From an optimization exercise on the open Yosys and OpenROAD flow, aimed at small area; shortcuts taken in it are not production practice. Function was checked by simulation only, so behaviour that the tests miss may differ from the original. Power is estimated from default activity; no workload was simulated.

==> design.v <==
package ctw_pkg;
	localparam int TIMER_COUNT = 16;
	localparam int TIME_BITS   = 32;
	localparam int ORDER_BITS  = 32;
	localparam int ID_W        = $clog2(TIMER_COUNT);
	localparam int CNT_W       = $clog2(TIMER_COUNT + 1);
	typedef logic [ID_W-1:0]       tid_t;
	typedef logic [TIME_BITS-1:0]  time_t;
	typedef logic [ORDER_BITS-1:0] order_t;
	typedef struct packed {
		order_t order;
		time_t  expiry;
	} entry_t;
	typedef struct packed {
		logic   wr_en;
		tid_t   wr_addr;
		entry_t wr_data;
		logic   rd_en;
		tid_t   rd_addr;
	} mem_req_t;
	typedef enum logic [1:0] {
		OP_SCHED = 2'd0,
		OP_STOP  = 2'd1,
		OP_TICK  = 2'd2,
		OP_NONE  = 2'd3
	} op_t;
	typedef enum logic [1:0] {
		KIND_SCHED      = 2'd0,
		KIND_STOP       = 2'd1,
		KIND_FIRED      = 2'd2,
		KIND_IDLE_TICK  = 2'd3
	} kind_t;
	typedef enum logic [1:0] {
		ST_IDLE,
		ST_SCAN,
		ST_EMIT
	} state_t;
endpackage
module ctw_mem (
	input  logic              clk,
	input  ctw_pkg::mem_req_t req,
	output ctw_pkg::entry_t   rd_data
);
	logic [ctw_pkg::ORDER_BITS+ctw_pkg::TIME_BITS-1:0] mem [0:ctw_pkg::TIMER_COUNT-1];
	ctw_pkg::entry_t rd_data_q;
	always_ff @(posedge clk) begin
		if (req.wr_en) begin
			mem[req.wr_addr] <= req.wr_data;
		end
	end
	always_ff @(posedge clk) begin
		if (req.rd_en) begin
			rd_data_q <= mem[req.rd_addr];
		end
	end
	assign rd_data = rd_data_q;
endmodule
module callout_timer_wheel (
	input  logic        clk,
	input  logic        arst_n,
	input  logic        s_axis_tvalid,
	output logic        s_axis_tready,
	input  logic [23:0] s_axis_tdata,   
	input  logic [1:0]  s_axis_tuser,   
	output logic        m_axis_tvalid,
	input  logic        m_axis_tready,
	output logic [39:0] m_axis_tdata,   
	output logic [1:0]  m_axis_tuser,   
	output logic        m_axis_tlast
);
	ctw_pkg::state_t   state_q, state_d;
	ctw_pkg::op_t      in_op;
	ctw_pkg::mem_req_t mem_req;
	ctw_pkg::entry_t   rd_data;
	logic [3:0]                   in_id;
	logic [15:0]                  in_delay;
	logic [15:0]                  delay_eff;
	logic                         in_bank;
	ctw_pkg::tid_t                in_idx;
	ctw_pkg::time_t               sched_exp;
	ctw_pkg::time_t               time_q;
	ctw_pkg::order_t              order_q;
	logic [ctw_pkg::TIMER_COUNT-1:0] pending_q;
	logic [ctw_pkg::CNT_W-1:0]    cnt_q;
	logic                         rd_vld_s1;
	ctw_pkg::tid_t                idx_s1;
	logic                         found_q;
	logic                         multi_q;
	ctw_pkg::tid_t                best_id_q;
	ctw_pkg::order_t              best_age_q;
	ctw_pkg::order_t              age;
	logic                         match;
	logic                         accept;
	logic                         out_free;
	logic                         rd_en;
	logic                         load;
	ctw_pkg::kind_t               ld_kind;
	logic [3:0]                   ld_id;
	logic                         ld_pend;
	logic [31:0]                  ld_exp;
	logic                         ld_last;
	logic                         out_valid_q;
	ctw_pkg::kind_t               out_kind_q;
	logic [3:0]                   out_id_q;
	logic                         out_pend_q;
	logic [31:0]                  out_exp_q;
	logic                         out_last_q;
	assign in_op     = ctw_pkg::op_t'(s_axis_tuser);
	assign in_id     = s_axis_tdata[3:0];
	assign in_delay  = s_axis_tdata[19:4];
	assign delay_eff = (in_delay == 16'd0) ? 16'd1 : in_delay;
	assign in_bank   = {28'd0, in_id} < ctw_pkg::TIMER_COUNT;
	assign in_idx    = ctw_pkg::ID_W'(in_id);
	assign sched_exp = time_q + ctw_pkg::TIME_BITS'(delay_eff);
	assign out_free  = !out_valid_q || m_axis_tready;
	assign accept    = s_axis_tvalid && s_axis_tready;
	assign rd_en     = (state_q == ctw_pkg::ST_SCAN) &&
		(cnt_q < ctw_pkg::CNT_W'(ctw_pkg::TIMER_COUNT));
	assign age   = order_q - rd_data.order;
	assign match = rd_vld_s1 && pending_q[idx_s1] && (rd_data.expiry == time_q);
	always_comb begin
		mem_req.wr_en   = accept && (in_op == ctw_pkg::OP_SCHED) && in_bank;
		mem_req.wr_addr = in_idx;
		mem_req.wr_data = {order_q, sched_exp};
		mem_req.rd_en   = rd_en;
		mem_req.rd_addr = cnt_q[ctw_pkg::ID_W-1:0];
	end
	ctw_mem u_mem (
		.clk     (clk),
		.req     (mem_req),
		.rd_data (rd_data)
	);
	always_ff @(posedge clk or negedge arst_n) begin
		if (!arst_n) begin
			state_q <= ctw_pkg::ST_IDLE;
		end else begin
			state_q <= state_d;
		end
	end
	always_comb begin
		state_d       = state_q;
		s_axis_tready = 1'b0;
		load          = 1'b0;
		ld_kind       = ctw_pkg::KIND_SCHED;
		ld_id         = 4'd0;
		ld_pend       = 1'b0;
		ld_exp        = 32'd0;
		ld_last       = 1'b1;
		case (state_q)
			ctw_pkg::ST_IDLE: begin
				s_axis_tready = out_free;
				if (s_axis_tvalid && out_free) begin
					case (in_op)
						ctw_pkg::OP_SCHED: begin
							load    = 1'b1;
							ld_kind = ctw_pkg::KIND_SCHED;
							ld_id   = in_id;
							ld_pend = in_bank && pending_q[in_idx];
							ld_exp  = 32'(sched_exp);
						end
						ctw_pkg::OP_STOP: begin
							load    = 1'b1;
							ld_kind = ctw_pkg::KIND_STOP;
							ld_id   = in_id;
							ld_pend = in_bank && pending_q[in_idx];
						end
						ctw_pkg::OP_TICK: begin
							state_d = ctw_pkg::ST_SCAN;
						end
						default: ;
					endcase
				end
			end
			ctw_pkg::ST_SCAN: begin
				if (!rd_en && !rd_vld_s1) begin
					state_d = ctw_pkg::ST_EMIT;
				end
			end
			ctw_pkg::ST_EMIT: begin
				if (out_free) begin
					load = 1'b1;
					if (found_q) begin
						ld_kind = ctw_pkg::KIND_FIRED;
						ld_id   = 4'(best_id_q);
						ld_exp  = 32'(time_q);
						ld_last = !multi_q;
						state_d = multi_q ? ctw_pkg::ST_SCAN : ctw_pkg::ST_IDLE;
					end else begin
						ld_kind = ctw_pkg::KIND_IDLE_TICK;
						state_d = ctw_pkg::ST_IDLE;
					end
				end
			end
			default: begin
				state_d = ctw_pkg::ST_IDLE;
			end
		endcase
	end
	always_ff @(posedge clk or negedge arst_n) begin
		if (!arst_n) begin
			time_q    <= '0;
			order_q   <= '0;
			pending_q <= '0;
			cnt_q     <= '0;
			rd_vld_s1 <= 1'b0;
			found_q   <= 1'b0;
			multi_q   <= 1'b0;
		end else begin
			rd_vld_s1 <= rd_en;
			if (rd_en) begin
				cnt_q <= cnt_q + ctw_pkg::CNT_W'(1);
			end
			if (accept) begin
				case (in_op)
					ctw_pkg::OP_SCHED: begin
						if (in_bank) begin
							pending_q[in_idx] <= 1'b1;
							order_q           <= order_q + ctw_pkg::ORDER_BITS'(1);
						end
					end
					ctw_pkg::OP_STOP: begin
						if (in_bank) begin
							pending_q[in_idx] <= 1'b0;
						end
					end
					ctw_pkg::OP_TICK: begin
						time_q  <= time_q + ctw_pkg::TIME_BITS'(1);
						cnt_q   <= '0;
						found_q <= 1'b0;
						multi_q <= 1'b0;
					end
					default: ;
				endcase
			end
			if (match) begin
				found_q <= 1'b1;
				if (found_q) begin
					multi_q <= 1'b1;
				end
			end
			if ((state_q == ctw_pkg::ST_EMIT) && load && found_q) begin
				pending_q[best_id_q] <= 1'b0;
				if (multi_q) begin
					cnt_q   <= '0;
					found_q <= 1'b0;
					multi_q <= 1'b0;
				end
			end
		end
	end
	always_ff @(posedge clk) begin
		idx_s1 <= cnt_q[ctw_pkg::ID_W-1:0];
		if (match && (!found_q || (age > best_age_q))) begin
			best_id_q  <= idx_s1;
			best_age_q <= age;
		end
	end
	always_ff @(posedge clk or negedge arst_n) begin
		if (!arst_n) begin
			out_valid_q <= 1'b0;
		end else if (load) begin
			out_valid_q <= 1'b1;
		end else if (m_axis_tready) begin
			out_valid_q <= 1'b0;
		end
	end
	always_ff @(posedge clk) begin
		if (load) begin
			out_kind_q <= ld_kind;
			out_id_q   <= ld_id;
			out_pend_q <= ld_pend;
			out_exp_q  <= ld_exp;
			out_last_q <= ld_last;
		end
	end
	assign m_axis_tvalid = out_valid_q;
	assign m_axis_tdata  = {3'b000, out_exp_q, out_pend_q, out_id_q};
	assign m_axis_tuser  = out_kind_q;
	assign m_axis_tlast  = out_last_q;
endmodule
==> run.sh <==
#!/bin/bash
# synth_recipe.tcl (not shown) runs the flow's synth.tcl, then flattens the netlist and writes it again
# the make line also repeats each setting of config.mk as NAME=value (left out here)
make -C /OpenROAD-flow-scripts/flow DESIGN_CONFIG=/design/flow/config.mk WORK_HOME=/design/flow/orfs CLKGATE_MAP_FILE= SYNTH_SCRIPT=/design/flow/synth_recipe.tcl finish
==> config.mk <==
export PLATFORM = sky130hd
export DESIGN_NAME = callout_timer_wheel
export DESIGN_NICKNAME = callout_timer_wheel
export VERILOG_FILES = /design/flow/design.v
export SDC_FILE = /design/flow/constraint.sdc
export NUM_CORES = 4
export LEC_CHECK = 0
export CAP_MARGIN = 20
export CORE_MARGIN = 2
export CORE_UTILIZATION = 40
export SLEW_MARGIN = 20
==> constraint.sdc <==
create_clock -name core_clock -period 5.0 [get_ports {clk}]
set_input_delay 1.0000 -clock core_clock [delete_from_list [all_inputs] [get_ports {clk}]]
set_output_delay 1.0000 -clock core_clock [all_outputs]
set_load 0.01 [all_outputs]
==> summary.txt <==
Layout
  – Commonest non-fill, non-tap cells in the layout: 1164 x edfxtp_1, 329 x mux4_2, 135 x clkbuf_16
  – Final nets: 3044
  – # diodes: 0
  – Share of cells above drive strength 1: 23.12%
  – Core Util, Final: 46.62%
  – Most common cell after layout, fill and taps aside: edfxtp_1
  – Area grow syn2layout: 15.75%

Synthesis
  – Syn Inst Count: 2731
  – Dominant synthesized flop cell: edfxtp_1
  – Synth Warn #: 2
  – Seq/Total Area, Yosys: 71.63%
  – Flops & latches, synth: 1259
  – Share of flip-flops with an asynchronous set or reset: 7.228%
  – Avg Cell Area, Syn: 19.07 um2
  – Cell variety after synth: 86
  – Area of the mapped netlist: 52080 um2
  – EDFF count, synth: 1164

Placed design
  – Port Buf Inserts: 67
  – Routability cong.: 0.8309
  – Hpwl dp: 72.15 mm

CTS
  – Inserted Clock Buffers: 132
  – Post-CTS Resized: 0
  – # hold bufs at CTS: 0
  – H-tree depth: 4
  – CTS tree: done
  – Worst skew pair latency: 0.76 ns
  – Clock Path Buffers: 3
  – Worst-path clk slew: 0.06 ns
  – CTS sink cnt: 1259
  – Clock root buffer: clkbuf_16
  – Setup Buffers After CTS: 0

Routing
  – DR iter-0 viols: 2728
  – Met3 wire length: 6.731 mm
  – Final WL: 123.7 mm
  – Drt via density: 5.553
  – Metal-1 WL: 53.15 mm
  – Drt first pass iters: 5
  – DRC: 0
  – ANT nets after route: 0
  – DR vias: 26490
  – WL per Instance: 25.93 um
  – Uppermost layer routed: met5
  – Met2 wire length: 61.28 mm

Timing
  – Setup TNS: 0 ns
  – Setup-failing EPs final: 0
  – Final Hold Vio Count: 0
  – Max Fclk: 0.2163 GHz
  – Worst Tran Pin Value: 1.099 ns
  – Fin crit period: 4.623 ns
  – RSZ-0062 raised after global routing: false
  – Rel. slew slack: 26.53%
  – Setup skew after layout: 0.02629 ns
  – Max-slew violations: 0
  – Fin crit share: 92.46%

Setup path
  – Reg2Reg Depth: 20
  – Worst EP required: 5.45 ns
  – CP Max Fanout: 21
  – Critical Path Sink Type: register
  – Setup CP Type: register to register
  – Type of origin of the critical path: register
  – CP max stage delay: 0.43 ns
  – Crit path DAT: 5.07 ns
  – CP max-delay cell: a211oi_1
  – Crit path cell chain: inv_1 > ha_1 > fa_1 > nor2b_1 > o31a_1 > o311ai_1 > a211oi_1 > buf_4 > o21ai_0 > nor2b_1 > mux2i_1 > ha_1 > nand4_1 > nor3_1 > nor3b_1 > o211ai_1 > mux2_2 > nand2_1 > a31oi_4 > buf_12

Floorplanning
  – Rows: 132
  – Die area: 133100 um2
  – Initial Utilization: 40.28%
  – Die X: 364.9 um
  – I/O pins: 75
  – Die Y: 364.9 um
  – CORE AREA: 129300 um2

Pwr
  – LEAKAGE: 19.93 nW
  – Pwr Total: 0.02837 W
  – Power Density: 470.6 nW/um2
  – Worst IR Drop VDD: 0.0003577 V

Global routing
  – Total track usage: 18.80%
  – First-pass GRT wire length: 182.0 mm
  – Vias in the first global route: 27660
  – Initial antenna violation count: 2
  – Pin count of the biggest net entering global routing: 86
  – GRT overflow: 0

Flow run
  – Max Cap Violations: 0

Min path
  – Worst hold path class: input pin to asynchronous set/reset pin

Run status
  – Status: finished clean
final timing paths:
path | slack, ns | startpoint | end
max | 0.38 | order_q[0] | best_age_q[1]
min | 0.31 | arst_n | order_q[31]
max reg2reg | 0.38 | order_q[0] | best_age_q[1]
min reg2reg | 0.46 | idx_s1[3] | best_id_q[3]
max in group asynchronous | 3.77 | arst_n | time_q[11]
min in group core_clock | 0.46 | idx_s1[3] | best_id_q[3]
where the power goes:
group	internal (W)	leakage (nW)	switching (W)
Clock	0.00553	2.05	0.00403
Sequential	0.0124	11.5	0.000612
Combinational	0.00269	6.42	0.00308
Total	0.0207	19.9	0.00772
worst max-delay path, delay by kind of cell, from the launching register on:
kind | cells | cell delay [ns]
AOI/OAI and AO/OA | 6 | 1.32
buffers and inverters | 3 | 0.49
adders and majority gates | 3 | 0.94
DFF | 1 | 0.35
muxes | 2 | 0.36
and+or+nand+nor | 6 | 0.87
per-stage QoR:
step	worst slack [ns]	std cells	hold slack, ns	instance area, um2
floorplan	-1.805	2733	0.3693	52160
global placement	-0.1557	4529	0.4499	55970
detailed placement	-0.06953	4529	0.4492	55970
CTS	0.4006	4770	0.4562	60190
global route	0.08304	4770	0.3479	60290
finish	0.3768	4770	0.3070	60290
cell families (layout without fill, tap and decap cells):
group	after synthesis	in the layout	synth area share, %
other cells	1	3	0.007200
xor+xnor	151	151	2.539
mux	350	350	14.63
flops	1259	1259	71.63
simple gates	408	408	3.990
compound gates	243	243	3.161
buf+inv	226	521	1.773
fa+ha+maj	93	93	2.263
state kept, by name, summed over array words and instances, names as in the netlist:
name,flops
best_age_q,32
best_id_q,4
cnt_q,5
found_q,1
idx_s1,4
multi_q,1
order_q,32
out_exp_q,32
out_id_q,4
out_kind_q,2
out_last_q,1
out_pend_q,1
out_valid_q,1
pending_q,16
rd_vld_s1,1
state_q,2
time_q,32
u_mem.mem,1024
u_mem.rd_data_q,64
synthesized netlist by cell type (all sizes together) (4+ instances only):
master / n / area, um2
a2111oi: 4 / 37.54
a211oi: 7 / 52.55
a21o: 34 / 255.2
a21oi: 63 / 315.3
a22o: 13 / 113.9
a22oi: 4 / 30.03
a31o: 4 / 43.80
a31oi: 13 / 81.33
and2: 12 / 75.08
and3: 22 / 138.9
and4: 4 / 36.29
buf: 52 / 270.3
clkbuf: 83 / 311.6
dfrtp: 91 / 2277
dfxtp: 4 / 80.08
edfxtp: 1164 / 34950
ha: 91 / 1139
inv: 90 / 337.8
mux2i: 20 / 200.2
mux4: 329 / 7410
nand2: 107 / 404.1
nand2b: 12 / 75.07
nand3: 40 / 200.2
nand4: 30 / 209.0
nor2: 90 / 352.8
nor2b: 19 / 118.9
nor3: 32 / 170.2
nor3b: 5 / 37.54
nor4: 10 / 68.81
o211ai: 7 / 57.55
o21a: 7 / 52.55
o21ai: 37 / 185.2
o21bai: 6 / 45.04
o22ai: 6 / 37.54
o31a: 4 / 35.03
o31ai: 6 / 45.04
or2: 4 / 25.03
or3: 10 / 67.56
or4: 6 / 48.80
xnor2: 104 / 910.9
xor2: 47 / 411.6
per-layer routing:
layer	vias up	GRT usage, %
met1	14120	25.36
met5	-	0
li1	11390	-
met3	186	3.599
met4	2	5.210
met2	790	31.23
area by class of cell:
class	instances	area, um2
Sequential cell	1259	37330
Tap cell	1742	2180
Clock inverter	70	610.6
Clock buffer	171	3613
Timing Repair Buffer	189	2101
Inverter	91	341.6
Multi-Input combinational cell	1248	14110
Fill cell	10790	69030

## what the ideal ports hide
The flow's constraints put no driver on any port. The routed layout listed below was extracted and timed again, unchanged, in two steps.
Step 1 sets driving cells, clkbuf_16 on the clock port and buf_2 on the other inputs (assumed; they add their load-dependent delay and slew).
Step 2 moves the port delays by t, midway between the first and last clock arrival at a register: inputs arrive t later, outputs are due t later. That takes back most of the time a late clock gives input paths.
Three values: no drivers, after step 1, after step 2; two values: the first two.
t, ns: 0.815
setup WS [ns]: 0.377 / 0.377 / 0.217
hold WS [ns]: 0.307 / 0.277 / 0.460
After both steps this run still meets setup and hold. The setup slack of this run moves by 0.000 ns with the drivers and by -0.160 ns with both steps.
